Source: an optimization exercise on an open RTL-to-GDS flow (aim: small area). Production flows keep margins and buffers that such runs may drop. In this exercise RTL edits were held to simulation tests only and were not proved equivalent to the original. Power figures rest on the tool's default switching activity, not on a simulated workload.

`flow/run.sh`:
```
#!/bin/bash
# Own layout flow: the standard ORFS flow (standard.sh) with
#  - synthesis: the standard flow's synthesis script, with abc's combinational mapping script set to an
#    area-oriented one (flow/area.abc); flip-flops are mapped by dfflibmap before abc, unchanged
#  - port buffers: every input and output still gets a buffer, of the smallest size
#  - clock tree: larger sink clusters and no dummy loads
# The make output goes to flow_make.log here; each ORFS step keeps its own log in orfs/logs/.
set -euo pipefail
cd "$(dirname "$0")/.."
FLOWDIR=$PWD/flow
export OWN_ABC=$FLOWDIR/area.abc
bash standard.sh \
  "SYNTH_SCRIPT=$FLOWDIR/synth.tcl" \
  "BUFFER_PORTS_ARGS=-buffer_cell sky130_fd_sc_hd__buf_1" \
  "CTS_ARGS=-sink_clustering_enable -repair_clock_nets -dont_use_dummy_load -sink_clustering_size 30 -sink_clustering_max_diameter 100" \
  finish > flow_make.log 2>&1
```
`flow/area.abc`:
```
strash
dc2
dch -f
amap
topo
```
`constraint.sdc`:
```
create_clock -name core_clock -period 5.0 [get_ports {WEb}]
set_input_delay 1.0000 -clock core_clock [delete_from_list [all_inputs] [get_ports {WEb}]]
set_output_delay 1.0000 -clock core_clock [all_outputs]
set_load 0.01 [all_outputs]
```
`flow/synth.tcl`:
```
# The standard synthesis script, with only the combinational mapping script of abc swapped
# for an area-oriented one; the flip-flops are mapped before abc runs and are left as they are
set ::own_abc_script $::env(OWN_ABC)
proc abc {args} {
  set i [lsearch -exact $args -script]
  if { $i >= 0 } {
    lset args [expr { $i + 1 }] $::own_abc_script
  }
  yosys abc {*}$args
}
proc synth {args} { yosys synth -nofsm -noshare {*}$args }
source $::env(SCRIPTS_DIR)/synth.tcl
# left out here: clear keep_hierarchy, flatten, clean up, hide names made inside functions, write 1_2_yosys.v
```
`config.mk`:
```
export PLATFORM = sky130hd
export DESIGN_NAME = dualPortMem
export DESIGN_NICKNAME = dualPortMem
export VERILOG_FILES = /design/flow/design.v
export SDC_FILE = /design/flow/constraint.sdc
export NUM_CORES = 4
export LEC_CHECK = 0
export CAP_MARGIN = 20
export CORE_MARGIN = 2
export CORE_UTILIZATION = 40
export GPL_TIMING_DRIVEN = 0
export PLACE_DENSITY = 0.9
export SETUP_SLACK_MARGIN = 0.2
export SLEW_MARGIN = 20
```
`design.v`:
```
package dpMemPkg;
  localparam int addrBits = 4;
  localparam int dataBits = 16;
  localparam int memDepth = 16;
  localparam int cntBits = 8;
endpackage
`timescale 1ns/1ps
module apbMemPort (
  input  logic                             WEb,
  input  logic                             rstN,
  input  logic                             psel,
  input  logic                             penable,
  input  logic                             pwrite,
  input  logic [dpMemPkg::addrBits-1:0]    paddr,
  output logic                             setupSeen,    
  output logic                             rdSetupNow,   
  output logic                             rdAccessNow,  
  output logic                             wrNow,        
  output logic                             wrAccess,     
  output logic                             addrStable,
  output logic                             rdWait,       
  output logic                             rdBad,        
  output logic [dpMemPkg::addrBits-1:0]    setupAddr     
);
  logic                          inAccess;
  assign inAccess   = psel && penable && setupSeen;
  assign addrStable = (paddr == setupAddr);
  assign wrAccess   = inAccess && pwrite;
  assign wrNow      = wrAccess && addrStable;
  assign rdSetupNow  = psel && !penable && !pwrite;
  assign rdAccessNow = inAccess && !pwrite;
  always_ff @(posedge WEb or negedge rstN)
  begin
    if (!rstN)
    begin
      rdWait <= 1'b0;
    end
    else
    begin
      rdWait <= rdAccessNow;
    end
  end
  always_ff @(posedge WEb)
  begin
    setupSeen <= psel && !penable;
    setupAddr <= paddr;
    rdBad     <= !addrStable;
  end
endmodule
`timescale 1ns/1ps
module memCore (
  input  logic                          WEb,
  input  logic                          rstN,
  input  logic [dpMemPkg::dataBits-1:0] pwdataA,
  input  logic                          rdSetupNowA,
  input  logic                          rdAccessNowA,
  input  logic                          rdAccessNowB,
  input  logic [dpMemPkg::addrBits-1:0] setupAddrA,
  input  logic                          wrNowA,
  input  logic                          wrAccessA,
  input  logic                          rdWaitA,
  input  logic                          rdBadA,
  input  logic [dpMemPkg::dataBits-1:0] pwdataB,
  input  logic                          wrNowB,
  input  logic                          wrAccessB,
  input  logic                          rdWaitB,
  input  logic                          rdBadB,
  input  logic [dpMemPkg::addrBits-1:0] setupAddrB,
  output logic                          collision,
  output logic [dpMemPkg::dataBits-1:0] rdDataA,
  output logic                          rdErrA,
  output logic [dpMemPkg::dataBits-1:0] rdDataB,
  output logic                          rdErrB,
  output logic [dpMemPkg::cntBits-1:0]  collisionCount
);
  logic [dpMemPkg::dataBits-1:0] mem [dpMemPkg::memDepth];
  logic [dpMemPkg::memDepth-1:0] poison;
  logic [dpMemPkg::memDepth-1:0] wrSel;
  logic [dpMemPkg::memDepth-1:0] rdSel;
  logic                          clearing;
  logic                          bothWrite;
  logic                          bothAccess;
  logic                          sameAddr;
  logic                          heldValid;
  logic                          wrAny;
  logic [dpMemPkg::addrBits-1:0] wrAddr;
  logic [dpMemPkg::dataBits-1:0] wrData;
  logic                          liveA;
  logic                          liveB;
  logic                          selA;
  logic                          selANext;
  logic [dpMemPkg::addrBits-1:0] rdAddr;
  logic [dpMemPkg::dataBits-1:0] rdWord;
  logic                          rdPoison;
  logic [dpMemPkg::dataBits-1:0] capData;
  logic                          capPoison;
  logic                          capForA;
  logic                          capForB;
  logic                          useCapA;
  logic                          useCapB;
  logic                          counterFull;
  assign sameAddr   = (setupAddrA == setupAddrB);
  assign bothWrite  = wrNowA && wrNowB;
  assign bothAccess = wrAccessA && wrAccessB;
  assign collision  = bothWrite && sameAddr;
  always_ff @(posedge WEb or negedge rstN)
  begin
    if (!rstN)
    begin
      clearing <= 1'b1;
    end
    else
    begin
      clearing <= 1'b0;
    end
  end
  always_comb
  begin
    if (heldValid)
    begin
      wrAddr = setupAddrB;
      wrData = capData;
    end
    else if (wrNowA)
    begin
      wrAddr = setupAddrA;
      wrData = pwdataA;
    end
    else
    begin
      wrAddr = setupAddrB;
      wrData = pwdataB;
    end
  end
  assign wrAny = heldValid || wrNowA || wrNowB;
  always_ff @(posedge WEb)
  begin
    heldValid <= bothWrite && !collision;
  end
  always_comb
  begin
    for (int i = 0; i < dpMemPkg::memDepth; i++)
    begin
      wrSel[i] = clearing || (wrAny && (wrAddr == i));
    end
  end
  for (genvar i = 0; i < dpMemPkg::memDepth; i++)
  begin : gWord
    always_ff @(posedge WEb)
    begin
      if (wrSel[i])
      begin
        mem[i]    <= (clearing || collision) ? '0 : wrData;
        poison[i] <= !clearing && collision;
      end
    end
  end
  assign liveA = rdWaitA && !useCapA;
  assign liveB = rdWaitB && !useCapB;
  assign selANext = (rdAccessNowA && !capForA) ||
                    (!(rdAccessNowB && !capForB) && rdSetupNowA);
  assign rdAddr = selA ? setupAddrA : setupAddrB;
  always_comb
  begin
    rdWord   = '0;
    rdPoison = 1'b0;
    for (int i = 0; i < dpMemPkg::memDepth; i++)
    begin
      rdSel[i] = (rdAddr == i);
      rdWord   = rdWord | (mem[i] & {dpMemPkg::dataBits{rdSel[i]}});
      rdPoison = rdPoison | (poison[i] & rdSel[i]);
    end
  end
  assign capForA = selA && !liveA;
  assign capForB = !selA && !liveB;
  always_ff @(posedge WEb)
  begin
    capData   <= bothAccess ? pwdataB : rdWord;
    capPoison <= rdPoison;
    useCapA   <= capForA;
    useCapB   <= capForB;
    selA      <= selANext;
  end
  assign rdErrA  = rdBadA || (useCapA ? capPoison : rdPoison);
  assign rdErrB  = rdBadB || (useCapB ? capPoison : rdPoison);
  assign rdDataA = rdBadA ? '0 : (useCapA ? capData : rdWord);
  assign rdDataB = rdBadB ? '0 : (useCapB ? capData : rdWord);
  assign counterFull = &collisionCount;
  always_ff @(posedge WEb or negedge rstN)
  begin
    if (!rstN)
    begin
      collisionCount <= '0;
    end
    else if (collision && !counterFull)
    begin
      collisionCount <= collisionCount + 1'b1;
    end
  end
endmodule
`timescale 1ns/1ps
module dualPortMem (
  input  logic                          WEb,
  input  logic                          rstN,
  input  logic                          pselA,
  input  logic                          penableA,
  input  logic                          pwriteA,
  input  logic [dpMemPkg::addrBits-1:0] paddrA,
  input  logic [dpMemPkg::dataBits-1:0] pwdataA,
  output logic [dpMemPkg::dataBits-1:0] prdataA,
  output logic                          preadyA,
  output logic                          pslverrA,
  input  logic                          pselB,
  input  logic                          penableB,
  input  logic                          pwriteB,
  input  logic [dpMemPkg::addrBits-1:0] paddrB,
  input  logic [dpMemPkg::dataBits-1:0] pwdataB,
  output logic [dpMemPkg::dataBits-1:0] prdataB,
  output logic                          preadyB,
  output logic                          pslverrB,
  output logic [dpMemPkg::cntBits-1:0]  collisionCount
);
  logic setupSeenA, wrNowA, wrAccessA, addrStableA, rdWaitA, rdBadA, rdErrA;
  logic setupSeenB, wrNowB, wrAccessB, addrStableB, rdWaitB, rdBadB, rdErrB;
  logic collision;
  logic rdSetupNowA, rdAccessNowA, rdSetupNowB, rdAccessNowB;
  logic [dpMemPkg::addrBits-1:0] setupAddrA, setupAddrB;
  apbMemPort portA (
    .WEb        (WEb),
    .rstN       (rstN),
    .psel       (pselA),
    .penable    (penableA),
    .pwrite     (pwriteA),
    .paddr      (paddrA),
    .setupSeen  (setupSeenA),
    .rdSetupNow (rdSetupNowA),
    .rdAccessNow(rdAccessNowA),
    .wrNow      (wrNowA),
    .wrAccess   (wrAccessA),
    .addrStable (addrStableA),
    .rdWait     (rdWaitA),
    .rdBad      (rdBadA),
    .setupAddr  (setupAddrA)
  );
  apbMemPort portB (
    .WEb        (WEb),
    .rstN       (rstN),
    .psel       (pselB),
    .penable    (penableB),
    .pwrite     (pwriteB),
    .paddr      (paddrB),
    .setupSeen  (setupSeenB),
    .rdSetupNow (rdSetupNowB),
    .rdAccessNow(rdAccessNowB),
    .wrNow      (wrNowB),
    .wrAccess   (wrAccessB),
    .addrStable (addrStableB),
    .rdWait     (rdWaitB),
    .rdBad      (rdBadB),
    .setupAddr  (setupAddrB)
  );
  memCore core (
    .WEb            (WEb),
    .rstN           (rstN),
    .pwdataA        (pwdataA),
    .rdSetupNowA    (rdSetupNowA),
    .rdAccessNowA   (rdAccessNowA),
    .rdAccessNowB   (rdAccessNowB),
    .setupAddrA     (setupAddrA),
    .wrNowA         (wrNowA),
    .wrAccessA      (wrAccessA),
    .rdWaitA        (rdWaitA),
    .rdBadA         (rdBadA),
    .pwdataB        (pwdataB),
    .wrNowB         (wrNowB),
    .wrAccessB      (wrAccessB),
    .rdWaitB        (rdWaitB),
    .rdBadB         (rdBadB),
    .setupAddrB     (setupAddrB),
    .collision      (collision),
    .rdDataA        (prdataA),
    .rdErrA         (rdErrA),
    .rdDataB        (prdataB),
    .rdErrB         (rdErrB),
    .collisionCount (collisionCount)
  );
  assign preadyA  = wrAccessA || rdWaitA;
  assign preadyB  = wrAccessB || rdWaitB;
  assign pslverrA = rdWaitA ? rdErrA : (!addrStableA || collision);
  assign pslverrB = rdWaitB ? rdErrB : (!addrStableB || collision);
endmodule
```
`standard.sh`:
```
#!/bin/bash
# synth_recipe.tcl (not shown) runs the flow's synth.tcl, then flattens the netlist and writes it again
# the make line also repeats each setting of config.mk as NAME=value (left out here)
make -C /OpenROAD-flow-scripts/flow DESIGN_CONFIG=/design/flow/config.mk WORK_HOME=/design/flow/orfs CLKGATE_MAP_FILE= SYNTH_SCRIPT=/design/flow/synth_recipe.tcl "${@:-finish}"
```
==> results.cfg, run 1 <==
[outcome]
status = no timing/DRC/antenna violations

[worst_setup_path]
reg2reg_depth = 13
critPathMaxFanout = 8
critical_path.startpoint_type = flop
crit_path_max_incr_delay_ns = 0.45
crit-reg2reg-launch = portA.setupAddr[3]
r2r-end = core.mem[6][12]
end_kind = primary output
crit_chain = clkinv_2 -> o22ai_2 -> or2_4 -> nor3_2 -> buf_4 -> a222oi_1 -> clkinv_1 -> a2111oi_1 -> nand4_1 -> o221a_1 -> buf_1
cpMaxStageDelayCell = dfxtp_4
required_ns = 4.00
crit_arrival_ns = 3.72
criticalPathCategory = flop to primary output
reg2reg_slack_ns = 0.58

[clock_tree]
clk_latency_ns = 0.50
htreeDepth = 1
cts_buffers = 14
postCtsHoldBufs = 0
cts_tree = yes
clk_pin_slew_ns = 0.11
cts_num_sinks = 316
cts_root_buffer = clkbuf_16
cts_buffer_depth = 3

[flow_run]
drv_cap = 0

[detailed_routing]
firstDrtPassIters = 7
dr.first_iter.drc_count = 1451
wl_per_cell_um = 28.0
postRouteAntennaNets = 0
drc_errors = 0
vias = 8774
routed_wl_um = 37300
vias_per_cell = 6.57

[place]
finalWeightedCongestion = 0.830
dpl_cell_area_um2 = 13500
port_buffers = 91
pre_cts_slack_ns = -0.527
hpwl_um = 24100

[sta]
finalSetupViolCount = 0
finalHoldViolations = 0
rsz0062_at_grt = false
worst_pin_slew_ns = 1.13
slew_headroom_pct = 24.6
skew_ns = 0.0524
hold_slack_ns = 0.487
timing.final.crit_share_pct = 94.4
final.min_clock_period_ns = 4.72
fin_ws_ns = 0.280
fmax_ghz = 0.212
slew_viol_final = 0

[power]
p_leak_nw = 4.63
seqPwrFrac_pct = 64.2
switching_share_pct = 24.1
peakVddDrop_uv = 289
power_density_nw_per_um2 = 348
clkPwrFrac_pct = 24.8
combPwrFrac_pct = 11.0
p_sw_mw = 1.20
power.internal_mw = 3.79
total_power_mw = 4.99

[final_layout]
layout.nets = 996
diodes = 0
areaGrowthSynthToFinish_pct = 19.8
final_common_cell = edfxtp_1
final_area_um2 = 14300
drive_above_1_share_pct = 15.4
final_core_util_pct = 48.4
final_cell_mix = edfxtp_1, nand2_1, buf_1

[global_route]
grt_first_pass_wirelength_um = 53700
grt_use_total_pct = 23.5
grt_pass1_vias = 8677
antenna_found_initial = 2
grt_max_degree = 31
grt_overflow = 0

[synthesis]
yosysSeqAreaShare_pct = 76.2
synth_nets = 831
syn_inst = 782
ys_warn_count = 3
yosysUniqueCellTypes = 37
netlist_area_um2 = 11900
ys_ff_latch = 316
avgSynthCellArea_um2 = 15.3

[floorplan]
start_util_pct = 40.4
core_um2 = 29600
die_w_um = 177
row_count = 63
die_area_um2 = 31300
io_pins = 92
die_h_um = 177

[worst_hold_path]
hp-class = primary input to async pin
sequential cells by signal (all words and copies together), names as in the netlist:
register and flops:
portB.setupAddr 4, portA.setupSeen 1, core.collisionCount 8, portB.rdBad 1
core.capData 16, portA.rdBad 1, core.heldValid 1, portB.rdWait 1
core.useCapA 1, core.selA 1, core.useCapB 1, core.clearing 1
portA.setupAddr 4, core.poison 16, portA.rdWait 1, portB.setupSeen 1
core.capPoison 1, core.mem 256
worst max-delay path: cells and delay by family (launching register included):
family | cells | cell delay [ns]
AO/OA/AOI/OAI | 4 | 1.43
AND/OR/NAND/NOR | 3 | 0.68
buffers and inverters | 4 | 0.64
flip-flops | 1 | 0.45
final cells by class:
class                      count  area (µm²)
multi-input combinational    415        3210
tap                          390         488
inverter                      51         195
timing repair buffer         149         957
clock buffer                  14         350
fill                        2339       15200
sequential                   316        9110
worst max-delay path by stage:
stage                     slack [ns]  cells after the start               start               to
final                           0.28                     11           core.selA       prdataB[2]
after global routing            0.17                     11  portA.setupAddr[1]       prdataB[2]
after CTS                       0.28                     12           core.selA      prdataA[10]
after detailed placement       -0.53                     12           paddrA[3]  core.mem[10][1]
after global placement         -2.44                      9           paddrA[3]   core.mem[0][1]
after floorplan                 0.19                      8           paddrA[3]   core.mem[0][0]
synthesized netlist by cell type:
master | n | area share [%]
dfrtp_1 | 10 | 2.1
nor4_1 | 4 | 0.21
o21ai_0 | 36 | 1.5
nor4b_1 | 1 | 0.073
a2111oi_0 | 8 | 0.59
a22oi_1 | 6 | 0.38
nor2b_1 | 3 | 0.16
dfxtp_1 | 33 | 5.5
nor3_1 | 23 | 0.96
a221o_1 | 6 | 0.50
and4_1 | 3 | 0.22
nand4_1 | 6 | 0.31
a211o_1 | 1 | 0.073
ha_1 | 1 | 0.10
a21oi_1 | 5 | 0.21
a222oi_1 | 57 | 4.8
a31oi_1 | 18 | 0.94
a221oi_1 | 31 | 2.3
nand2b_1 | 1 | 0.052
o221a_1 | 8 | 0.75
nand3_1 | 11 | 0.46
o311ai_0 | 1 | 0.073
xor2_1 | 2 | 0.15
o22ai_1 | 12 | 0.63
and2_0 | 4 | 0.21
conb_1 | 1 | 0.031
clkinv_1 | 51 | 1.6
dfstp_2 | 1 | 0.22
nand2_1 | 110 | 3.5
a22o_1 | 21 | 1.5
or3_1 | 5 | 0.26
edfxtp_1 | 272 | 68
a21boi_0 | 1 | 0.063
or2_0 | 4 | 0.21
o31ai_1 | 5 | 0.31
nor2_1 | 18 | 0.57
o2111ai_1 | 2 | 0.15
stage by stage:
step,instances,setup TNS (ns)
4_1_cts,1335,0
2_1_floorplan,782,0
3_3_place_gp,1263,-544.28
3_5_place_dp,1308,-52.16
6_report,1335,0
5_1_grt,1335,0
repair_timing:
item	in CTS	in global routing
pin swaps	8	1
buffers inserted	13	0
resized for setup	27	15
endpoints found under the setup margin	129	74
kinds of logic (layout without fill, tap and decap cells):
| logic type | count (synthesis) | after routing | share of synthesized area (%) |
|---|---|---|---|
| AO/OA/AOI/OAI | 218 | 218 | 14.8 |
| XOR/XNOR | 2 | 2 | 0.147 |
| adder cells (fa/ha/maj) | 1 | 1 | 0.105 |
| buffers and inverters | 51 | 214 | 1.60 |
| flip-flops | 316 | 316 | 76.2 |
| other | 1 | 1 | 0.0314 |
| AND/OR/NAND/NOR | 193 | 193 | 7.15 |
power groups by stage:
stage | clock network, mW | registers, mW | logic (mW)
after detailed placement | 0 | 3.26 | 0.471
after CTS | 1.22 | 3.20 | 0.508
after floorplan | 0 | 3.22 | 0.254
final | 1.24 | 3.20 | 0.546
after global routing | 1.30 | 3.22 | 0.572
after global placement | 0 | 3.24 | 0.393
metal layers:
| layer | vias up | GRT usage (%) | wire length (µm) |
|---|---|---|---|
| met3 | 191 | 5.58 | 4700 |
| li1 | 3557 | - | - |
| met4 | 4 | 15.0 | 2440 |
| met5 | - | 0 | 24 |
| met2 | 825 | 39.7 | 18200 |
| met1 | 4197 | 26.7 | 11900 |
==> inputs of run 2 (changes only) <==
==> flow/area.abc (replaced) <==
strash
dc2
dch -f
amap
topo
stime -c
buffer -c
upsize -c
dnsize -c
--- a/config.mk
+++ b/config.mk
@@ -7,8 +7,10 @@
 export LEC_CHECK = 0
 export CAP_MARGIN = 20
+export CELL_PAD_IN_SITES_DETAIL_PLACEMENT = 0
+export CELL_PAD_IN_SITES_GLOBAL_PLACEMENT = 0
 export CORE_MARGIN = 2
 export CORE_UTILIZATION = 40
+export GPL_ROUTABILITY_DRIVEN = 0
 export GPL_TIMING_DRIVEN = 0
-export PLACE_DENSITY = 0.9
 export SETUP_SLACK_MARGIN = 0.2
 export SLEW_MARGIN = 20
==> run 2 against run 1 <==
Sequential share of layout area fell by 0.85 points; core utilization fell by 1.0 points; critical path depth rose by 1; synthesized cell count rose by 4.7%; die area rose by 3.9%; first-iteration DRC count fell by 15%; non-clock buffer count rose by 15; register-to-register slack improved by 0.63 ns; critical endpoint is now prdataA[6]; highest routed layer is now met4; worst setup slack improved by 0.12 ns; routed wire length fell by 5.5%.
==> results.cfg, run 2 <==
[floorplan]
core_um2 = 30600
die_w_um = 180
io_pins = 92
start_util_pct = 40.6
die_h_um = 180
die_area_um2 = 32500
row_count = 64

[power]
p_leak_nw = 4.86
power_density_nw_per_um2 = 347
peakVddDrop_uv = 201
total_power_mw = 5.03

[worst_setup_path]
required_ns = 4.00
cpMaxStageDelayCell = buf_2
critical_path.startpoint_type = flop
end_kind = primary output
reg2reg_slack_ns = 1.21
crit_arrival_ns = 3.60
criticalPathCategory = flop to primary output
crit_chain = buf_6 -> inv_4 -> o22ai_1 -> inv_1 -> or2_1 -> buf_4 -> nor3_4 -> buf_2 -> a222oi_1 -> and4_1 -> a221oi_1 -> buf_1
reg2reg_depth = 11
crit_path_max_incr_delay_ns = 0.42
critPathMaxFanout = 10

[sta]
tns_ns = 0
finalSetupViolCount = 0
fin_ws_ns = 0.400
slew_headroom_pct = 39.8
final.min_clock_period_ns = 4.60
fmax_ghz = 0.217
skew_ns = 0.0293
rsz0062_at_grt = false
timing.final.crit_share_pct = 92.0
worst_pin_slew_ns = 0.900
slew_viol_final = 0
finalHoldViolations = 0

[final_layout]
reg_top3 = core.mem (256), core.capData (16), core.poison (16)
regMostFlops = core.mem
largest_reg_flops = 256
drive_above_1_share_pct = 15.3
fin_cells = 1356
areaGrowthSynthToFinish_pct = 16.7
layout.nets = 1011
final_cell_mix = edfxtp_1, nand2_1, buf_1
diodes = 0
final_common_cell = edfxtp_1
final_area_um2 = 14500

[synthesis]
synth.most_common_cell = edfxtp_1
synth_xor_area_share_pct = 0.141
synth_nets = 868
synth_compound_area_share_pct = 14.9
synth_top_cell_area_share_pct = 65.7
synth_commonest_cells = edfxtp_1, nand2_1, a222oi_1, inv_1, dfxtp_1
yosysSeqAreaShare_pct = 73.2
yosysUniqueCellTypes = 60
avgSynthCellArea_um2 = 15.2
ys_ff_latch = 316
ys_async_sr_fraction_pct = 3.48
synth_top_family_by_area = compound AO/OA/AOI/OAI gates
synth-simple-area-share_pct = 8.39
synth_edf_count = 272
yosys.area.top_type = edfxtp_1
netlist_area_um2 = 12400
synth.area.mux_share_pct = 0
ys.flop_type = edfxtp_1
synth_area_leaders = edfxtp_1, dfxtp_1, a222oi_1, nand2_1, a221oi_1
ys_warn_count = 3
syn_inst = 819
yosys.area_share.adder_pct = 0.101

[detailed_routing]
firstDrtPassIters = 7
routed_wl_um = 35300
drc_errors = 0
vias_per_cell = 6.05
dr.first_iter.drc_count = 1238
vias = 8210
postRouteAntennaNets = 0
wl_per_cell_um = 26.0

[place]
dp.cells = 1325
port_buffers = 91
hpwl_um = 23800
dpl_cell_area_um2 = 13900
pre_cts_slack_ns = 0.559

[clock_tree]
htreeDepth = 1
cts_tree = yes
postCtsHoldBufs = 0
cts_root_buffer = clkbuf_16
cts_buffer_depth = 3
cts_buffers = 14
clk_latency_ns = 0.50
clk_pin_slew_ns = 0.11
cts_num_sinks = 316

[worst_hold_path]
hp-class = primary input to async pin

[outcome]
status = no timing/DRC/antenna violations

[global_route]
grt_pass1_vias = 8048
grt_first_pass_wirelength_um = 52200
grt.met1_usage_pct = 29.9
grt_use_met3_pct = 2.12
grt_max_degree = 31
grt_overflow = 0
antenna_found_initial = 0
grt-busiest-layer = met2
use_met2_pct = 36.7
grt_use_total_pct = 21.4

[flow_run]
drv_cap = 0
==> run 2: changes by cell type in the layout (fill, tap and decap cells not counted), sizes merged <==
cell | previous run | this run
clkinv | 50 | 2
clkbuf | 14 | 32
buf | 149 | 146
inv | 1 | 49
==> run 2: kinds of logic (layout without fill, tap and decap cells) <==
group,count (synthesis),count (layout)
adders and majority gates,1,1
DFF,316,316
xor gates and xnor gates,2,2
AOI/OAI and AO/OA,218,218
and+or+nand+nor,193,193
other,1,1
buffers and inverters,88,229
==> run 2: critical path, delay by kind of cell (launching register included) <==
kind	cells	cell delay, ns
AO/OA/AOI/OAI	3	0.73
flip-flops	1	0.34
buffers and inverters	6	1.11
AND/OR/NAND/NOR	3	0.92
==> run 2: per-stage QoR <==
step	hold slack [ns]	utilization [%]
4_1_cts	0.473	46.8
6_report	0.456	47.4
3_3_place_gp	0.466	43.4
5_1_grt	0.506	47.4
3_5_place_dp	0.469	45.5
2_1_floorplan	0.439	-
==> run 2: what timing repair did <==
| action | CTS | global route |
|---|---|---|
| pin swaps | 1 | 6 |
| resized for setup | 2 | 7 |
| endpoints found under the setup margin | 18 | 26 |
| setup buffers | 2 | 14 |
==> run 2: cell type report <==
cell class	count	area (µm²)
clock buffer	14	350
multi-input combinational	415	3260
tap	396	495
fill	2638	16100
sequential	316	9100
buffer	37	194
inverter	51	201
timing repair buffer	127	895
==> run 2: power by group <==
part           total (mW)  leakage (nW)  internal (mW)  switching (mW)
combinational       0.592          1.65          0.192           0.400
clock                1.26         0.173          0.510           0.754
sequential           3.17          3.04           3.10          0.0726
total                5.03          4.86           3.80            1.23
==> run 2: path summary, 6_finish.rpt <==
kind | startpoint | end
worst max-delay path | core.selA | prdataA[6]
worst min-delay path | rstN | core.collisionCount[7]
worst max register to register | portA.setupAddr[1] | core.mem[14][3]
worst min register to register | portB.rdWait | core.useCapB
max in group asynchronous | rstN | core.clearing
min in group core_clock | portB.rdWait | core.useCapB
==> run 2: per-layer routing <==
layer | wire length, µm | vias to the layer above | share of wire [%]
met4 | 583 | 0 | 1.7
li1 | - | 3604 | -
met2 | 17600 | 372 | 50
met3 | 2620 | 37 | 7.4
met1 | 14500 | 4197 | 41
met5 | 0 | - | 0
==> inputs of run 3 (changes only) <==
--- a/flow/run.sh
+++ b/flow/run.sh
@@ -13,4 +13,4 @@
   "SYNTH_SCRIPT=$FLOWDIR/synth.tcl" \
   "BUFFER_PORTS_ARGS=-buffer_cell sky130_fd_sc_hd__buf_1" \
-  "CTS_ARGS=-sink_clustering_enable -repair_clock_nets -dont_use_dummy_load -sink_clustering_size 30 -sink_clustering_max_diameter 100" \
+  "CTS_ARGS=-sink_clustering_enable -repair_clock_nets -dont_use_dummy_load -sink_clustering_size 14 -sink_clustering_max_diameter 60 -buf_list sky130_fd_sc_hd__clkbuf_8" \
   finish > flow_make.log 2>&1
--- a/config.mk
+++ b/config.mk
@@ -7,9 +7,6 @@
 export LEC_CHECK = 0
 export CAP_MARGIN = 20
-export CELL_PAD_IN_SITES_DETAIL_PLACEMENT = 0
-export CELL_PAD_IN_SITES_GLOBAL_PLACEMENT = 0
 export CORE_MARGIN = 2
 export CORE_UTILIZATION = 40
-export GPL_ROUTABILITY_DRIVEN = 0
 export GPL_TIMING_DRIVEN = 0
 export SETUP_SLACK_MARGIN = 0.2
==> run 3 against run 2 <==
Still clean on timing, DRC and antenna; core utilization is essentially flat; register-to-register slack gained 0.09 ns; sequential share of layout area is essentially flat; count of clock-buffer cells in the layout grew 12; sequential power is essentially flat; non-clock buffer count grew 1; global-route usage grew 0.26 points.
==> results.cfg, run 3 <==
[outcome]
status = no timing/DRC/antenna violations

[sta]
rsz0062_at_grt = false
timing.final.crit_share_pct = 93.2
finalHoldViolations = 0
finalSetupViolCount = 0
final.min_clock_period_ns = 4.66
slew_headroom_pct = 38.9
hold_slack_ns = 0.416
fmax_ghz = 0.215
fin_ws_ns = 0.339
worst_pin_slew_ns = 0.914
skew_ns = 0.0383
slew_viol_final = 0

[synthesis]
ys_warn_count = 3
avgSynthCellArea_um2 = 15.2
synth_edf_count = 272
synth_compound_area_share_pct = 14.9
yosys.area_share.adder_pct = 0.101
syn_inst = 819
synth_area_leaders = edfxtp_1, dfxtp_1, a222oi_1, nand2_1, a221oi_1
synth_xor_area_share_pct = 0.141
ys.flop_type = edfxtp_1
yosysUniqueCellTypes = 60
yosysSeqAreaShare_pct = 73.2
synth.most_common_cell = edfxtp_1
synth-simple-area-share_pct = 8.39
synth_top_family_by_area = compound AO/OA/AOI/OAI gates
synth_commonest_cells = edfxtp_1, nand2_1, a222oi_1, inv_1, dfxtp_1
netlist_area_um2 = 12400
synth_top_cell_area_share_pct = 65.7
ys_async_sr_fraction_pct = 3.48
yosys.area.top_type = edfxtp_1
ys_ff_latch = 316
synth_nets = 868
synth.area.mux_share_pct = 0

[floorplan]
die_w_um = 180
row_count = 64
core_um2 = 30600
die_h_um = 180
io_pins = 92
die_area_um2 = 32500
start_util_pct = 40.6

[worst_setup_path]
reg2reg_depth = 11
criticalPathCategory = flop to primary output
required_ns = 4.00
critical_path.startpoint_type = flop
crit_arrival_ns = 3.66
end_kind = primary output
critPathMaxFanout = 10

[final_layout]
layout.nets = 1024
final_common_cell = edfxtp_1
areaGrowthSynthToFinish_pct = 16.7
diodes = 0
regMostFlops = core.mem
largest_reg_flops = 256
fillers = 2638
reg_top3 = core.mem (256), core.capData (16), core.poison (16)
fin_cells = 1369
final_cell_mix = edfxtp_1, nand2_1, buf_1
drive_above_1_share_pct = 16.3

[power]
power_density_nw_per_um2 = 346
p_leak_nw = 4.87
peakVddDrop_uv = 190

[worst_hold_path]
hp-class = primary input to async pin

[clock_tree]
clk_pin_slew_ns = 0.09
postCtsHoldBufs = 0
cts_tree = yes
clk_latency_ns = 0.58
cts_buffer_depth = 3
cts_num_sinks = 316
cts_buffers = 26
cts_root_buffer = clkbuf_8
htreeDepth = 1

[detailed_routing]
vias_per_cell = 6.03
firstDrtPassIters = 6
postRouteAntennaNets = 0
wl_per_cell_um = 25.9
routed_wl_um = 35500
vias = 8255
drc_errors = 0
dr.first_iter.drc_count = 1240

[global_route]
grt_overflow = 0
antenna_found_initial = 0
grt_use_total_pct = 21.6
grt_first_pass_wirelength_um = 52900
grt_pass1_vias = 8207
grt_max_degree = 17

[place]
finalWeightedCongestion = 0.866
port_buffers = 91
pre_cts_slack_ns = 0.559
dp.cells = 1325
hpwl_um = 23800

[flow_run]
drv_cap = 0
[run 3: layer usage]
metal | global-route usage [%] | wire, µm
met5 | 0 | 0
met4 | 4.81 | 715
met3 | 2.22 | 2670
met2 | 36.7 | 17500
met1 | 30.2 | 14600
[run 3: area by class of cell]
cell class | instances | area, µm² | area share, %
timing repair buffer | 128 | 893 | 6.16
sequential | 316 | 9100 | 62.8
clock buffer | 26 | 358 | 2.47
inverter | 51 | 201 | 1.39
buffer | 37 | 193 | 1.33
tap | 396 | 495 | 3.42
multi-input combinational | 415 | 3260 | 22.5
[run 3: repair_timing]
action,in CTS,in global routing
gates resized for setup,4,5
pin swaps,2,7
endpoints found under the setup margin,22,26
buffers inserted,1,15
cloned,0,0
[run 3: cells by family after synthesis]
| family | after synthesis |
|---|---|
| flops | 316 |
| simple gates | 193 |
| other cells | 1 |
| fa+ha+maj | 1 |
| compound gates | 218 |
| xor+xnor | 2 |
| buf+inv | 88 |
[run 3: worst paths after layout]
path / slack [ns] / end / from
setup / recovery: 0.34 / prdataA[6] / core.selA
max in group asynchronous: 4.20 / core.collisionCount[2] / rstN
min in group core_clock: 0.49 / core.useCapB / portB.rdWait
hold / removal: 0.42 / portA.rdWait / rstN
setup reg to reg: 1.30 / core.mem[14][2] / portA.setupAddr[1]
hold reg to reg: 0.49 / core.useCapB / portB.rdWait
[run 3: power by group]
part	switching (mW)	internal (mW)	total, mW
Combinational	0.398	0.191	0.589
Clock	0.793	0.464	1.26
Sequential	0.0731	3.10	3.17
Total	1.26	3.75	5.02
[run 3: metrics by stage]
| step | total power, mW | setup TNS, ns | util (%) | area, µm² |
|---|---|---|---|---|
| after global routing | 5.19 | 0 | 47.4 | 14500 |
| after global placement | 3.73 | -261.10 | 43.4 | 13300 |
| final | 5.02 | 0 | 47.4 | 14500 |
| after detailed placement | 3.79 | 0 | 45.5 | 13900 |
| after CTS | 5.00 | 0 | 46.8 | 14300 |
| after floorplan | 3.51 | 0 | - | 12400 |
[run 3: worst max-delay path: stages (launching register included)]
cell      delay [ns]
dfxtp_1         0.33
buf_6           0.15
inv_4           0.07
o22ai_1         0.23
inv_1           0.09
or2_1           0.23
buf_4           0.17
nor3_4          0.48
clkbuf_4        0.40
a222oi_1        0.13
and4_1          0.27
a221oi_1        0.34
buf_1           0.20
==> inputs of run 4 (changes only) <==
--- a/design.v
+++ b/design.v
@@ -13,5 +13,4 @@
   input  logic                             pwrite,
   input  logic [dpMemPkg::addrBits-1:0]    paddr,
-  output logic                             setupSeen,    
   output logic                             rdSetupNow,   
   output logic                             rdAccessNow,  
@@ -24,5 +23,5 @@
 );
   logic                          inAccess;
-  assign inAccess   = psel && penable && setupSeen;
+  assign inAccess   = psel && penable && !rdWait;
   assign addrStable = (paddr == setupAddr);
   assign wrAccess   = inAccess && pwrite;
@@ -43,5 +42,4 @@
   always_ff @(posedge WEb)
   begin
-    setupSeen <= psel && !penable;
     setupAddr <= paddr;
     rdBad     <= !addrStable;
@@ -99,4 +97,5 @@
   logic                          useCapA;
   logic                          useCapB;
+  logic                          capOfA;
   logic                          counterFull;
   assign sameAddr   = (setupAddrA == setupAddrB);
@@ -156,4 +155,6 @@
     end
   end
+  assign useCapA = capOfA;
+  assign useCapB = !capOfA;
   assign liveA = rdWaitA && !useCapA;
   assign liveB = rdWaitB && !useCapB;
@@ -178,6 +179,5 @@
     capData   <= bothAccess ? pwdataB : rdWord;
     capPoison <= rdPoison;
-    useCapA   <= capForA;
-    useCapB   <= capForB;
+    capOfA    <= selA;
     selA      <= selANext;
   end
@@ -221,6 +221,6 @@
   output logic [dpMemPkg::cntBits-1:0]  collisionCount
 );
-  logic setupSeenA, wrNowA, wrAccessA, addrStableA, rdWaitA, rdBadA, rdErrA;
-  logic setupSeenB, wrNowB, wrAccessB, addrStableB, rdWaitB, rdBadB, rdErrB;
+  logic wrNowA, wrAccessA, addrStableA, rdWaitA, rdBadA, rdErrA;
+  logic wrNowB, wrAccessB, addrStableB, rdWaitB, rdBadB, rdErrB;
   logic collision;
   logic rdSetupNowA, rdAccessNowA, rdSetupNowB, rdAccessNowB;
@@ -233,5 +233,4 @@
     .pwrite     (pwriteA),
     .paddr      (paddrA),
-    .setupSeen  (setupSeenA),
     .rdSetupNow (rdSetupNowA),
     .rdAccessNow(rdAccessNowA),
@@ -250,5 +249,4 @@
     .pwrite     (pwriteB),
     .paddr      (paddrB),
-    .setupSeen  (setupSeenB),
     .rdSetupNow (rdSetupNowB),
     .rdAccessNow(rdAccessNowB),
--- a/flow/run.sh
+++ b/flow/run.sh
@@ -13,4 +13,4 @@
   "SYNTH_SCRIPT=$FLOWDIR/synth.tcl" \
   "BUFFER_PORTS_ARGS=-buffer_cell sky130_fd_sc_hd__buf_1" \
-  "CTS_ARGS=-sink_clustering_enable -repair_clock_nets -dont_use_dummy_load -sink_clustering_size 14 -sink_clustering_max_diameter 60 -buf_list sky130_fd_sc_hd__clkbuf_8" \
+  "CTS_ARGS=-sink_clustering_enable -repair_clock_nets -dont_use_dummy_load -sink_clustering_size 30 -sink_clustering_max_diameter 100" \
   finish > flow_make.log 2>&1
==> flow/area.abc (replaced) <==
strash
dc2
dch -f
amap
topo
--- a/config.mk
+++ b/config.mk
@@ -10,4 +10,5 @@
 export CORE_UTILIZATION = 40
 export GPL_TIMING_DRIVEN = 0
+export PLACE_DENSITY = 0.9
 export SETUP_SLACK_MARGIN = 0.2
 export SLEW_MARGIN = 20
==> run 4 against run 3 <==
Synthesized area shrank 4.6%; worst setup slack worse by 0.10 ns; worst hold slack better by 0.065 ns; still clean; cell count shrank 2.0%; synthesized cell count shrank 4.3%; largest cell class unchanged.
==> results.cfg, run 4 <==
[outcome]
status = no timing/DRC/antenna violations

[worst_setup_path]
criticalPathCategory = flop to primary output
crit_arrival_ns = 3.77
cpMaxStageDelayCell = dfxtp_4
crit_path_max_incr_delay_ns = 0.48
critPathMaxFanout = 8
end_kind = primary output
cp_num_buf_inv = 5
crit_chain = clkinvlp_4 -> o22ai_4 -> clkinv_2 -> nor3_4 -> buf_4 -> buf_4 -> nand2_1 -> nand2_1 -> a21oi_1 -> nand2_1 -> and4b_1 -> a221oi_1 -> buf_1
critical_path.startpoint_type = flop
required_ns = 4.00
cp_top_family = buffers and inverters
critical_path.most_common_cell = nand2_1

[synthesis]
ys.flop_type = edfxtp_1
yosys.area.top_type = edfxtp_1
synth_top_cell_area_share_pct = 68.9
yosys.area_share.adder_pct = 0.106
synth_xor_area_share_pct = 0.0739
synth_nets = 833
syn_inst = 784
yosysSeqAreaShare_pct = 76.3
synth-simple-area-share_pct = 7.46
synth_edf_count = 272
ys_warn_count = 3
synth_compound_area_share_pct = 14.6
ys_async_sr_fraction_pct = 3.51
synth_area_leaders = edfxtp_1, dfxtp_1, a222oi_1, nand2_1, a221oi_1
synth_commonest_cells = edfxtp_1, nand2_1, a222oi_1, clkinv_1, o21ai_0
netlist_area_um2 = 11900
avgSynthCellArea_um2 = 15.1
synth.area.mux_share_pct = 0
synth.most_common_cell = edfxtp_1
synth_top_family_by_area = compound AO/OA/AOI/OAI gates
ys_ff_latch = 313
yosysUniqueCellTypes = 36

[floorplan]
die_h_um = 176
die_area_um2 = 31000
row_count = 63
die_w_um = 176
io_pins = 92
core_um2 = 29400
start_util_pct = 40.3

[sta]
slew_viol_final = 0
finalHoldViolations = 0
final.min_clock_period_ns = 4.77
finalSetupViolCount = 0
fmax_ghz = 0.210
rsz0062_at_grt = false
fin_ws_ns = 0.235
slew_headroom_pct = 19.5
hold_slack_ns = 0.481
tns_ns = 0
timing.final.crit_share_pct = 95.3
worst_pin_slew_ns = 1.21
skew_ns = 0.0401

[power]
seqPwrFrac_pct = 63.3
clkPwrFrac_pct = 24.5
p_leak_nw = 4.66
switching_share_pct = 25.0
power_density_nw_per_um2 = 353
combPwrFrac_pct = 12.2
p_sw_mw = 1.26
peakVddDrop_uv = 226
power.internal_mw = 3.79

[flow_run]
drv_cap = 0

[final_layout]
fillers = 2217
fin_cells = 1342
multi_input_area_um2 = 3160
areaGrowthSynthToFinish_pct = 20.9
final_core_util_pct = 48.7
largest_reg_flops = 256
drive_above_1_share_pct = 15.7
final_cell_mix = edfxtp_1, nand2_1, buf_1
diodes = 0
layout.area.seq_um2 = 9050
layout.nets = 1003
final_common_cell = edfxtp_1
reg_top3 = core.mem (256), core.capData (16), core.poison (16)
regMostFlops = core.mem

[detailed_routing]
routed_wl_um = 38700
dr.first_iter.drc_count = 1539
wl_per_cell_um = 28.8
vias_per_cell = 6.81
firstDrtPassIters = 9
postRouteAntennaNets = 0
vias = 9134
drc_errors = 0

[place]
pre_cts_slack_ns = -0.596
port_buffers = 91
hpwl_um = 24100
finalWeightedCongestion = 0.835
dp.cells = 1312

[clock_tree]
cts_root_buffer = clkbuf_16
cts_buffers = 14
htreeDepth = 1
clk_pin_slew_ns = 0.11
cts_tree = yes
clk_latency_ns = 0.50
cts_num_sinks = 313
cts_buffer_depth = 3

[global_route]
grt_max_degree = 37
grt_overflow = 0
grt_use_total_pct = 23.9
antenna_found_initial = 0
grt_pass1_vias = 8864
grt_first_pass_wirelength_um = 54900

[worst_hold_path]
hp-class = flop to flop
run 4: cell types whose count changed in the layout (fill, tap and decap cells not counted), sizes merged, moves of 6 or more:
| cell | change |
|---|---|
| a222oi | -6 |
| buf | +7 |
| a22o | -8 |
| a22oi | +26 |
| nand4 | +10 |
| clkinv | +41 |
| inv | -47 |
| clkbuf | -30 |
run 4: cell type report:
cell class | count | area share [%]
Sequential cell | 313 | 63.2
Timing Repair Buffer | 154 | 7.68
Clock buffer | 14 | 2.44
Multi-Input combinational cell | 425 | 22.0
Tap cell | 390 | 3.41
Inverter | 46 | 1.27
run 4: final timing paths:
path                            depth (start not counted)  slack [ns]                from                endpoint
worst min-delay path                                    0        0.48           core.selA             core.capOfA
min in group asynchronous                               1        0.50                rstN  core.collisionCount[3]
worst min register to register                          0        0.48           core.selA             core.capOfA
worst max register to register                         13        0.34  portA.setupAddr[2]         core.mem[15][6]
max in group asynchronous                               1        4.07                rstN            portA.rdWait
worst max-delay path                                   13        0.23           core.selA             prdataA[11]
run 4: what timing repair did:
item	in CTS	in global routing
endpoints found under the setup margin	194	181
hold endpoints to repair	0	0
pin swaps	8	4
hold buffers	0	0
setup buffers	10	5
gates resized for setup	24	14
run 4: power by group through the flow:
stage               Clock (mW)  Combinational, mW  Sequential, mW
floorplan                    0              0.277            3.20
global placement             0              0.425            3.23
detailed placement           0              0.525            3.24
CTS                       1.22              0.562            3.19
global route              1.29              0.637            3.22
finish                    1.24              0.617            3.20
run 4: per-layer routing:
metal	wire length, µm	GRT usage [%]	part of all wire, %
met2	18800	40.7	48
met4	2990	15.0	7.7
met3	5620	5.51	15
met5	0	0	0
met1	11300	27.2	29
run 4: cell families (layout without fill, tap and decap cells):
family / after synthesis / count (layout)
compound gates: 222 / 222
xor+xnor: 1 / 1
fa+ha+maj: 1 / 1
buf+inv: 46 / 214
flops: 313 / 313
other cells: 1 / 1
simple gates: 200 / 200
run 4: per-stage QoR:
step | power (mW) | cell area, µm²
2_1_floorplan | 3.48 | 11900
3_3_place_gp | 3.65 | 12700
3_5_place_dp | 3.77 | 13500
4_1_cts | 4.97 | 14100
5_1_grt | 5.14 | 14300
6_report | 5.05 | 14300
==> inputs of run 5 (changes only) <==
==> flow/area.abc (replaced) <==
strash
dc2
dch -f
amap
topo
stime -c
buffer -c
upsize -c
dnsize -c
==> run 5 against run 4 <==
Still clean on timing, DRC and antenna; count of clock-buffer cells in the layout unchanged; sequential share of layout area up 0.14 points; fmax up 0.22%; combinational power up 6.0%; first-iteration DRC count up 31%; non-clock buffer count up 6; register-to-register slack better by 0.75 ns; core utilization down 1.7 points; synthesized cell count up 4.8%; cell area down 0.29%; highest routed layer unchanged.
==> results.cfg, run 5 <==
[synthesis]
synth_edf_count = 272
avgSynthCellArea_um2 = 14.9
ys_async_sr_fraction_pct = 3.51
ys_warn_count = 3
ys_ff_latch = 313
ys.flop_type = edfxtp_1
yosysUniqueCellTypes = 54
netlist_area_um2 = 12200
synth_commonest_cells = edfxtp_1, nand2_1, a222oi_1, inv_1, o21ai_0
synth_area_leaders = edfxtp_1, dfxtp_1, a222oi_1, nand2_1, a221oi_1
synth_top_cell_area_share_pct = 66.7
synth_nets = 871
yosys.area.top_type = edfxtp_1
yosysSeqAreaShare_pct = 73.9
syn_inst = 822
synth.most_common_cell = edfxtp_1

[flow_run]
drv_cap = 0

[clock_tree]
cts_buffer_depth = 3
htreeDepth = 1
clk_latency_ns = 0.51
cts_tree = yes
cts_root_buffer = clkbuf_16
clk_pin_slew_ns = 0.10
cts_num_sinks = 313
cts_buffers = 14

[final_layout]
final_common_cell = edfxtp_1
layout.area.seq_um2 = 9040
largest_reg_flops = 256
drive_above_1_share_pct = 14.0
areaGrowthSynthToFinish_pct = 16.7
multi_input_area_um2 = 3220
diodes = 0
final_cell_mix = edfxtp_1, nand2_1, buf_1
reg_top3 = core.mem (256), core.capData (16), core.poison (16)
regMostFlops = core.mem
final_core_util_pct = 47.1
fillers = 2453
layout.nets = 1009
final_area_um2 = 14300

[sta]
finalSetupViolCount = 0
timing.final.crit_share_pct = 95.1
slew_headroom_pct = 23.6
worst_pin_slew_ns = 1.15
final.min_clock_period_ns = 4.75
skew_ns = 0.0246
fmax_ghz = 0.210
finalHoldViolations = 0
fin_ws_ns = 0.245
rsz0062_at_grt = true
slew_viol_final = 0

[worst_setup_path]
required_ns = 4.00
critPathMaxFanout = 10
crit_arrival_ns = 3.75
reg2reg_depth = 10
criticalPathCategory = flop to primary output
crit-reg2reg-launch = portB.setupAddr[3]
r2r-end = core.mem[12][15]
end_kind = primary output
reg2reg_slack_ns = 1.09
critical_path.startpoint_type = flop

[global_route]
grt_use_total_pct = 24.1
grt_first_pass_wirelength_um = 55900
antenna_found_initial = 0
grt_overflow = 0
grt_max_degree = 31
grt_pass1_vias = 8819

[floorplan]
die_h_um = 179
io_pins = 92
start_util_pct = 40.3
core_um2 = 30300
row_count = 64
die_area_um2 = 32000
die_w_um = 179

[place]
hpwl_um = 25600
finalWeightedCongestion = 0.892
pre_cts_slack_ns = 0.363
port_buffers = 91
dpl_cell_area_um2 = 13600

[detailed_routing]
vias_per_cell = 6.74
dr.first_iter.drc_count = 2023
vias = 9128
firstDrtPassIters = 9
routed_wl_um = 39500
drc_errors = 0
wl_per_cell_um = 29.2
postRouteAntennaNets = 0

[worst_hold_path]
min-delay-start = core.selA
hp-class = flop to flop
hold_path_end = core.capOfA
hold_depth = 0

[power]
power_density_nw_per_um2 = 356
p_leak_nw = 4.76
peakVddDrop_uv = 194

[outcome]
status = no timing/DRC/antenna violations
## run 5: cell count changes after synthesis, sizes merged
cell	before	now
clkinv	46	1
inv	0	45
clkbuf	0	21
buf	0	17
## run 5: worst max-delay path by stage
stage | start | cells past startpoint | to | slack [ns]
6_report | core.selA | 12 | prdataB[11] | 0.25
5_1_grt | core.selA | 13 | prdataA[8] | 0.19
4_1_cts | core.selA | 11 | prdataA[0] | 0.18
3_5_place_dp | paddrA[3] | 10 | core.mem[5][11] | 0.36
3_3_place_gp | paddrA[3] | 10 | core.mem[0][8] | -1.33
2_1_floorplan | paddrA[3] | 9 | core.mem[0][0] | 0.71
## run 5: cells by family after synthesis
| logic type | synth area share [%] |
|---|---|
| AOI/OAI and AO/OA | 14.8 |
| xor gates and xnor gates | 0.0716 |
| adders and majority gates | 0.102 |
| buffers and inverters | 3.00 |
| DFF | 73.9 |
| other | 0.0306 |
| and+or+nand+nor | 8.14 |
## run 5: metrics by stage
stage          power [mW]  hold WS (ns)  cells  TNS, ns
2_1_floorplan        3.51         0.351    822        0
3_3_place_gp         3.71         0.352   1309  -291.81
3_5_place_dp         3.80         0.362   1328        0
4_1_cts              4.99         0.409   1346        0
5_1_grt              5.19         0.429   1354        0
6_report             5.08         0.395   1354        0
## run 5: final cells by class
| type | count | area share (%) |
|---|---|---|
| sequential | 313 | 63.3 |
| multi-input combinational | 425 | 22.5 |
| timing repair buffer | 122 | 5.66 |
| tap | 396 | 3.47 |
| clock buffer | 14 | 2.45 |
| buffer | 38 | 1.35 |
| inverter | 46 | 1.26 |
## run 5: repair_timing
action / in CTS / in global routing
pin swaps: 2 / 2
resized for setup: 14 / 8
buffers inserted: 4 / 7
setup endpoints to repair: 26 / 32
hold buffers: 0 / 0
## run 5: power by group
group          switching [mW]  internal [mW]
Combinational           0.461          0.194
Clock                   0.742          0.509
Sequential             0.0922           3.09
Total                    1.30           3.79
## run 5: critical path, cell delays in order (launching register included)
cell      delay, ns
dfxtp_1        0.35
buf_6          0.15
inv_4          0.07
o22ai_2        0.23
inv_1          0.09
or2_1          0.24
buf_2          0.20
nor3_4         0.55
buf_4          0.35
a22oi_1        0.12
and4b_1        0.28
a221oi_1       0.40
buf_1          0.20
## run 5: layer usage
metal / GRT usage [%] / share of wire (%)
met5: 0 / 0
met4: 12.0 / 6.7
met3: 9.20 / 18
met2: 36.9 / 44
met1: 30.0 / 31

-- port drivers added, routing unchanged --
Ports are ideal in the flow. The routed layouts listed here were re-timed in OpenROAD. Step 1 (the two cells are an assumption about what drives the block):
set clk [get_ports {WEb}]
set_driving_cell -lib_cell sky130_fd_sc_hd__clkbuf_16 $clk
set_driving_cell -lib_cell sky130_fd_sc_hd__buf_2 [delete_from_list [all_inputs] $clk]
Step 2 adds t to the input delays and takes it off the output delays; t is the mean of the earliest and latest rising clock arrival at the registers after step 1. Input paths then give back, and output paths get back, about the clock's delay inside the block. a / b / c = ideal / step 1 / step 2; a / b = the first two.
run	t (ns)	setup slack, ns	latest minus earliest clock arrival (ns)	slew at the worst register clock pin (ns)
run 1	0.526	0.280 / 0.229 / 0.026	0.052 / 0.053	0.11 / 0.11
run 2	0.536	0.400 / 0.351 / 0.525	0.031 / 0.031	0.12 / 0.12
run 3	0.607	0.339 / 0.290 / 0.568	0.050 / 0.050	0.09 / 0.09
run 4	0.526	0.235 / 0.191 / -0.133	0.044 / 0.044	0.12 / 0.12
run 5	0.536	0.245 / 0.207 / 0.410	0.031 / 0.031	0.11 / 0.11
With both steps, setup timing fails in run 4, where it was met with ideal ports. For run 4, which loses most, drivers alone change the setup slack by -0.044 ns; drivers and shift together by -0.368 ns.
